What follows belongs to an exercise in optimizing a design on an open flow for small area, a short achievable clock period and few clock cycles per item; a production flow would make more cautious choices.
The RTL was checked by simulation tests, not by an equivalence proof against the original design.

$ cat design/flow/design.v
package fft8_pkg;
  typedef logic signed [13-1:0] sample_t;
  typedef logic signed [16-1:0] result_t;
  typedef logic [3-1:0] index_t;
endpackage
`timescale 1ns/1ns
module sample_counter (
  input  logic              clk,
  input  logic              rst_n,
  input  logic              hold,
  output fft8_pkg::index_t  count
);
  always_ff @(posedge clk or negedge rst_n) begin
    if (!rst_n) begin
      count <= '1;
    end else if (!hold) begin
      count <= count + 1'b1;
    end
  end
endmodule
`timescale 1ns/1ns
module frame_ctrl (
  input  logic             clk,
  input  logic             rst_n,
  input  logic             valid_in,
  input  fft8_pkg::index_t count,
  output logic             hold,
  output logic             ready,
  output logic             valid_out
);
  logic ready_q;
  logic act_q;     
  logic mid_q;     
  logic busy;
  logic accept;
  assign ready  = ready_q;
  assign accept = ready_q && valid_in;
  assign busy   = act_q || mid_q || valid_out;
  assign hold   = ready_q && !valid_in && !busy;
  always_ff @(posedge clk or negedge rst_n) begin
    if (!rst_n) begin
      ready_q   <= 1'b1;
      act_q     <= 1'b0;
      mid_q     <= 1'b0;
      valid_out <= 1'b0;
    end else begin
      ready_q <= (count == 3'd6) || hold;
      act_q   <= accept || (act_q && (count != 3'd7));
      if (count == 3'd4) begin
        mid_q     <= act_q;
        valid_out <= mid_q;
      end
    end
  end
endmodule
`timescale 1ns/1ns
module sdf_stage1 (
  input  logic                      clk,
  input  fft8_pkg::index_t          count,
  input  logic signed [13-1:0] in_re,
  input  logic signed [13-1:0] in_im,
  output logic signed [13:0]   out_re,
  output logic signed [13:0]   out_im
);
  localparam int W = 13 + 1;
  logic signed [13-1:0] b_re, b_im;
  logic signed [W-1:0]       dl_re [4];
  logic signed [W-1:0]       dl_im [4];
  logic signed [W-1:0]       a_re, a_im;
  logic signed [W-1:0]       e0, e1;
  logic signed [W:0]         s, t;
  logic signed [W+6:0]       ms, mt;
  logic signed [W-1:0]       push_re, push_im;
  logic signed [W-1:0]       nxt_re, nxt_im;
  logic                      bfly, swap, rot;
  assign bfly = count[2];
  assign swap = count[1];
  assign rot  = count[0];
  assign a_re = dl_re[3];
  assign a_im = dl_im[3];
  assign e0 = swap ? (W'(a_im) - W'(b_im)) : (W'(a_re) - W'(b_re));
  assign e1 = swap ? (W'(b_re) - W'(a_re)) : (W'(a_im) - W'(b_im));
  assign push_re = bfly ? e0 : W'(b_re);
  assign push_im = bfly ? e1 : W'(b_im);
  assign s  = (W+1)'(a_re) + (W+1)'(a_im);
  assign t  = (W+1)'(a_im) - (W+1)'(a_re);
  assign ms = (W+7)'(s) * 45;
  assign mt = (W+7)'(t) * 45;
  always_comb begin
    if (bfly) begin
      nxt_re = W'(a_re) + W'(b_re);
      nxt_im = W'(a_im) + W'(b_im);
    end else if (rot) begin
      nxt_re = ms[W+5:6];
      nxt_im = mt[W+5:6];
    end else begin
      nxt_re = a_re;
      nxt_im = a_im;
    end
  end
  always_ff @(posedge clk) begin
    b_re     <= in_re;
    b_im     <= in_im;
    dl_re[0] <= push_re;
    dl_im[0] <= push_im;
    for (int i = 1; i < 4; i++) begin
      dl_re[i] <= dl_re[i-1];
      dl_im[i] <= dl_im[i-1];
    end
    out_re <= nxt_re;
    out_im <= nxt_im;
  end
endmodule
module sdf_stage2 (
  input  logic                      clk,
  input  fft8_pkg::index_t          count,
  input  logic signed [13:0]   in_re,
  input  logic signed [13:0]   in_im,
  output logic signed [13+1:0] out_re,
  output logic signed [13+1:0] out_im
);
  localparam int W = 13 + 2;
  logic signed [W-1:0] dl_re [2];
  logic signed [W-1:0] dl_im [2];
  logic signed [W-1:0] a_re, a_im, b_re, b_im;
  logic                bfly, swap;
  assign bfly = (count[1] == count[0]);
  assign swap = (count[1:0] == 2'd0);
  assign a_re = dl_re[1];
  assign a_im = dl_im[1];
  assign b_re = W'(in_re);
  assign b_im = W'(in_im);
  always_ff @(posedge clk) begin
    if (bfly) begin
      dl_re[0] <= swap ? (a_im - b_im) : (a_re - b_re);
      dl_im[0] <= swap ? (b_re - a_re) : (a_im - b_im);
      out_re   <= a_re + b_re;
      out_im   <= a_im + b_im;
    end else begin
      dl_re[0] <= b_re;
      dl_im[0] <= b_im;
      out_re   <= a_re;
      out_im   <= a_im;
    end
    dl_re[1] <= dl_re[0];
    dl_im[1] <= dl_im[0];
  end
endmodule
module sdf_stage3 (
  input  logic                      clk,
  input  fft8_pkg::index_t          count,
  input  logic signed [13+1:0] in_re,
  input  logic signed [13+1:0] in_im,
  output fft8_pkg::result_t         out_re,
  output fft8_pkg::result_t         out_im
);
  localparam int W = 16;
  logic signed [W-1:0] dl_re, dl_im;
  logic signed [W-1:0] b_re, b_im;
  logic                bfly;
  assign bfly = count[0];
  assign b_re = W'(in_re);
  assign b_im = W'(in_im);
  assign out_re = bfly ? (dl_re + b_re) : dl_re;
  assign out_im = bfly ? (dl_im + b_im) : dl_im;
  always_ff @(posedge clk) begin
    dl_re <= bfly ? (dl_re - b_re) : b_re;
    dl_im <= bfly ? (dl_im - b_im) : b_im;
  end
endmodule
`timescale 1ns/1ns
module reorder_buffer (
  input  logic              clk,
  input  fft8_pkg::index_t  count,
  input  fft8_pkg::result_t wr_re,
  input  fft8_pkg::result_t wr_im,
  output fft8_pkg::result_t rd_re,
  output fft8_pkg::result_t rd_im
);
  fft8_pkg::result_t line_re [3];
  fft8_pkg::result_t line_im [3];
  logic              direct;
  assign direct = count[2] && count[0];
  always_ff @(posedge clk) begin
    line_re[0] <= direct ? line_re[2] : wr_re;
    line_im[0] <= direct ? line_im[2] : wr_im;
    line_re[1] <= line_re[0];
    line_im[1] <= line_im[0];
    line_re[2] <= line_re[1];
    line_im[2] <= line_im[1];
    rd_re      <= direct ? wr_re : line_re[2];
    rd_im      <= direct ? wr_im : line_im[2];
  end
endmodule
`timescale 1ns/1ns
module fft8_top (
  input  logic              clk,
  input  logic              rst_n,
  input  logic              valid_in,
  input  fft8_pkg::sample_t data_in_re,
  input  fft8_pkg::sample_t data_in_im,
  output logic              ready,
  output logic              valid_out,
  output fft8_pkg::result_t data_out_re,
  output fft8_pkg::result_t data_out_im
);
  fft8_pkg::index_t          count;
  logic                      hold;
  logic signed [13:0]   s1_re, s1_im;
  logic signed [13+1:0] s2_re, s2_im;
  fft8_pkg::result_t         s3_re, s3_im;
  sample_counter u_counter (
    .clk   (clk),
    .rst_n (rst_n),
    .hold  (hold),
    .count (count)
  );
  frame_ctrl u_ctrl (
    .clk       (clk),
    .rst_n     (rst_n),
    .valid_in  (valid_in),
    .count     (count),
    .hold      (hold),
    .ready     (ready),
    .valid_out (valid_out)
  );
  sdf_stage1 u_stage1 (
    .clk    (clk),
    .count  (count),
    .in_re  (data_in_re),
    .in_im  (data_in_im),
    .out_re (s1_re),
    .out_im (s1_im)
  );
  sdf_stage2 u_stage2 (
    .clk    (clk),
    .count  (count),
    .in_re  (s1_re),
    .in_im  (s1_im),
    .out_re (s2_re),
    .out_im (s2_im)
  );
  sdf_stage3 u_stage3 (
    .clk    (clk),
    .count  (count),
    .in_re  (s2_re),
    .in_im  (s2_im),
    .out_re (s3_re),
    .out_im (s3_im)
  );
  reorder_buffer u_reorder (
    .clk   (clk),
    .count (count),
    .wr_re (s3_re),
    .wr_im (s3_im),
    .rd_re (data_out_re),
    .rd_im (data_out_im)
  );
endmodule
$ cat design/flow/run.sh
#!/bin/bash
# synth_recipe.tcl (not shown) runs the flow's synth.tcl, then flattens the netlist and writes it again
# the make line also repeats each setting of config.mk as NAME=value (left out here)
make -C /OpenROAD-flow-scripts/flow DESIGN_CONFIG=/design/flow/config.mk WORK_HOME=/design/flow/orfs CLKGATE_MAP_FILE= SYNTH_SCRIPT=/design/flow/synth_recipe.tcl finish
$ cat design/flow/config.mk
export PLATFORM = sky130hd
export DESIGN_NAME = fft8_top
export DESIGN_NICKNAME = fft8_top
export VERILOG_FILES = /design/flow/design.v
export SDC_FILE = /design/flow/constraint.sdc
export NUM_CORES = 4
export LEC_CHECK = 0
export CAP_MARGIN = 20
export CORE_MARGIN = 2
export CORE_UTILIZATION = 40
export SLEW_MARGIN = 20
$ cat design/flow/constraint.sdc
create_clock -name core_clock -period 8.0 [get_ports {clk}]
set_input_delay 1.6000 -clock core_clock [delete_from_list [all_inputs] [get_ports {clk}]]
set_output_delay 1.6000 -clock core_clock [all_outputs]
set_load 0.01 [all_outputs]
==> summary.txt <==
-- worst max path at each step --
| stage | start | to |
|---|---|---|
| final | u_stage1.dl_re[3][1] | u_stage1.out_re[13] |
| after global routing | u_stage1.dl_re[3][1] | u_stage1.out_re[13] |
| after CTS | u_stage1.dl_re[3][1] | u_stage1.out_re[13] |
| after detailed placement | u_stage1.dl_re[3][1] | u_stage1.out_re[13] |
| after global placement | u_stage1.dl_re[3][1] | u_stage1.out_re[13] |
| after floorplan | u_stage1.dl_re[3][1] | u_stage1.out_re[13] |
-- metal layers --
metal	GRT usage, %	part of all wire (%)	wire length (µm)	up-vias
li1	-	-	-	9567
met1	27.5	48	31300	8980
met2	30.4	43	27600	411
met3	3.57	5.8	3730	111
met4	6.76	3.2	2100	2
met5	0	0.020	13	-
-- worst max-delay path, cell delays in order (launching register included) --
cell and delay, ns:
dfxtp_1 0.47, inv_1 0.23, ha_1 0.33, nand2b_1 0.19, a221oi_2 0.36, o21ai_0 0.14, o21bai_1 0.16, xnor2_1 0.27
ha_1 0.33, ha_1 0.32, fa_1 0.53, inv_1 0.05, fa_1 0.53, inv_1 0.04, ha_1 0.33, and4_1 0.21
a211oi_1 0.37, o21ai_4 0.15, a221oi_4 0.37, a221oi_4 0.14, nor3_2 0.18, o21bai_1 0.13, xnor3_1 0.35, mux2i_1 0.15
o21ai_1 0.07
-- sequential cells by signal, summed over array words and instances (netlist names), 16 cells and up --
register and count:
u_stage3.dl_im 16, u_stage1.dl_re 56, u_reorder.line_re 48, u_stage2.dl_re 30, u_reorder.rd_im 16, u_reorder.line_im 48
u_stage3.dl_re 16, u_stage2.dl_im 30, u_stage1.dl_im 56, u_reorder.rd_re 16
-- cells in the final DEF (no fill, tap or decap), drive strengths merged, types with 13 or more instances in the layout --
master           n
clkinv          13
nand2b          25
xnor2          145
nor2b           41
nand2          162
o22ai           13
or3             26
and3            23
a211oi          31
nor2           205
fa              66
clkbuf          67
nor3            56
inv            356
o21ai          174
o31ai           22
a21oi          230
mux2i           36
xor2            57
a31oi           20
o41ai           13
mux2            31
a21o            42
o21bai          29
o211ai          16
o21a            13
dfxtp          416
clkdlybuf4s50   62
ha             319
nand3           29
-- final cells by class --
type                    count  area [µm²]  share of cell area (%)
multi-input cells        1945       15100                    53.1
flip-flops and latches    423        8520                    29.9
clock buffers              67        1370                    4.83
inverters                 357        1340                    4.71
well taps                 846        1060                    3.72
repair buffers             72         693                    2.44
clock inverters            21         362                    1.27
-- cells in the mapped netlist (all sizes together), types with 6 or more instances --
library cell / number / area, µm²
a31oi: 20 / 131
o21a: 13 / 97.6
o31ai: 22 / 180
nor2: 205 / 769
a22oi: 8 / 60.1
o211ai: 16 / 125
nand2: 162 / 608
mux2: 31 / 349
o41ai: 13 / 148
inv: 355 / 1330
nor3: 56 / 297
nand2b: 25 / 156
xnor2: 145 / 1280
ha: 319 / 3990
o21ai: 174 / 886
a221oi: 10 / 159
a221o: 9 / 91.3
and3: 23 / 144
dfxtp: 416 / 8330
xor2: 57 / 507
a2111oi: 9 / 88.8
a211oi: 31 / 245
mux2i: 36 / 360
o21bai: 29 / 221
a21o: 42 / 315
o211a: 9 / 90.1
a21oi: 230 / 1180
clkbuf: 86 / 323
nand3: 29 / 145
nand3b: 6 / 45.0
o22ai: 13 / 81.3
or3: 26 / 163
nor2b: 41 / 257
buf: 29 / 141
fa: 66 / 1320
-- logic make-up (layout without fill, tap and decap cells) --
group | after synthesis | in the layout | share of synthesized area (%)
AO/OA/AOI/OAI | 689 | 689 | 17.6
AND/OR/NAND/NOR | 601 | 601 | 11.0
buffers and inverters | 472 | 517 | 7.10
flip-flops | 423 | 423 | 33.5
adder cells (fa/ha/maj) | 385 | 385 | 20.9
XOR/XNOR | 203 | 203 | 7.11
multiplexers | 67 | 67 | 2.79
-- stage by stage --
step,std cells,setup WS [ns]
2_1_floorplan,2840,2.19
3_3_place_gp,3642,1.62
3_5_place_dp,3642,1.44
4_1_cts,3730,1.48
5_1_grt,3731,1.04
6_report,3731,1.49
==> results_dict.tcl <==
set metrics [dict create \
    die_area_um2 65500 \
    worstPathArrival_ns 6.99 \
    drt_iter0_drc 1356 \
    worst_hold_path_type "reg -> reg" \
    wl_mm 64.7 \
    routabilityCongestion 0.864 \
    n_fill_cell 6169 \
    timing.hold.ws_ns 0.296 \
    setup_viol 0 \
    wl_per_cell_um 17.3 \
    hp-start "u_stage1.dl_im[0][8]" \
    syn_area_per_cell_um2 8.95 \
    clk_pin_slew_ns 0.06 \
    cts_hold_buf 0 \
    antenna_cells 0 \
    crit_type "reg -> reg" \
    hpwl_mm 49.4 \
    cts_sinks 423 \
    finalMaxSlewViolations 0 \
    r2r_start "u_stage1.dl_re[3][1]" \
    drive_above_1_share_pct 5.68 \
    vias 19071 \
    hold_path_depth 0 \
    yosys_warnings 12 \
    num_io_pins 63 \
    antenna_found_initial 6 \
    ys_types 97 \
    crit_path_start_kind "flip-flop" \
    core_area_um2 63000 \
    grt-ovfl-total 0 \
    placement.cell_area_um2 26700 \
    fin_crit_ns 6.51 \
    r2r_end "u_stage1.out_re[13]" \
    finalHoldViolCount 0 \
    synth-seq-cells 423 \
    grt_pass1_wl_mm 103 \
    numCtsBuffers 49 \
    ff2ff_path_depth 24 \
    nets 3262 \
    achievable-frequency_ghz 0.154 \
    cts_resized 0 \
    path_max_fanout 6 \
    grt_pass1_vias 18959 \
    placementRows 92 \
    setup_tns_ns 0 \
    ctsRootBufferMaster "clkbuf_16" \
    grt_usage_pct 19.7 \
    crit_path_end_kind "flip-flop" \
    critical_path_required_ns 8.48 \
    synthCells 2840 \
    drcViolationCount 0 \
    clock_tree.buffer_depth 3 \
    fin_area_um2 28400 \
    cts_tree "built" \
    cts_setup_buffers 0 \
    rsz0062_at_grt "no" \
    clkLatencyLatePin_ns 0.62 \
    cap_violations 0 \
    die_x_um 256 \
    min_period_over_period_pct 81.4 \
    port_buffers 62 \
    syn_area_um2 25400 \
    synthesis.nets 3254 \
    drt-pass1-iter-count 5 \
    tightest_slew_ns 0.953 \
    status "timing/DRC/antenna clean" \
    h-tree-depth 2 \
    synthFlopType "dfxtp_1" \
    grt_max_degree 71 \
    area_growth_pct 12.0 \
    holdPathEnd "u_stage1.dl_im[1][8]" \
    skew_ns 0.0481 \
    synthArstFlopShare_pct 1.65 \
    yosysSeqAreaShare_pct 33.5 \
    start_util_pct 40.3 \
    synth_enable_flop_cells 0 \
    fp.dieH_um 256 \
    vias_per_cell 5.11 \
    r2r_setup_slack_ns 1.49 \
    ant_nets 0 \
    utilization_pct 45.2 \
    slew_headroom_pct 36.5 \
]
Testbench counts, summed over its fixed seeds: cycles 4,200, frames 512.

static timing again, ports no longer ideal:
Ports are ideal in the flow. The routed layout listed here was re-timed in OpenROAD. Step 1: set_driving_cell puts a clkbuf_16 on clk and a buf_2 on each other input, an assumption about the parent block. Step 2 moves the port delays by t, midway between the first and last clock arrival at a register: inputs arrive t later, outputs are due t later. That takes back most of the time a late clock gives input paths. Three values: ideal ports, drivers, drivers and shift; two values: the first two.
t, ns: 0.657
setup slack, ns: 1.490 / 1.490 / 1.490
worst hold slack (ns): 0.296 / 0.296 / 0.296
worst data-port slew with drivers (ns): 0.06
After both steps this run still meets setup and hold. For this run, drivers alone change the setup slack by 0.000 ns; drivers and shift together by 0.000 ns.
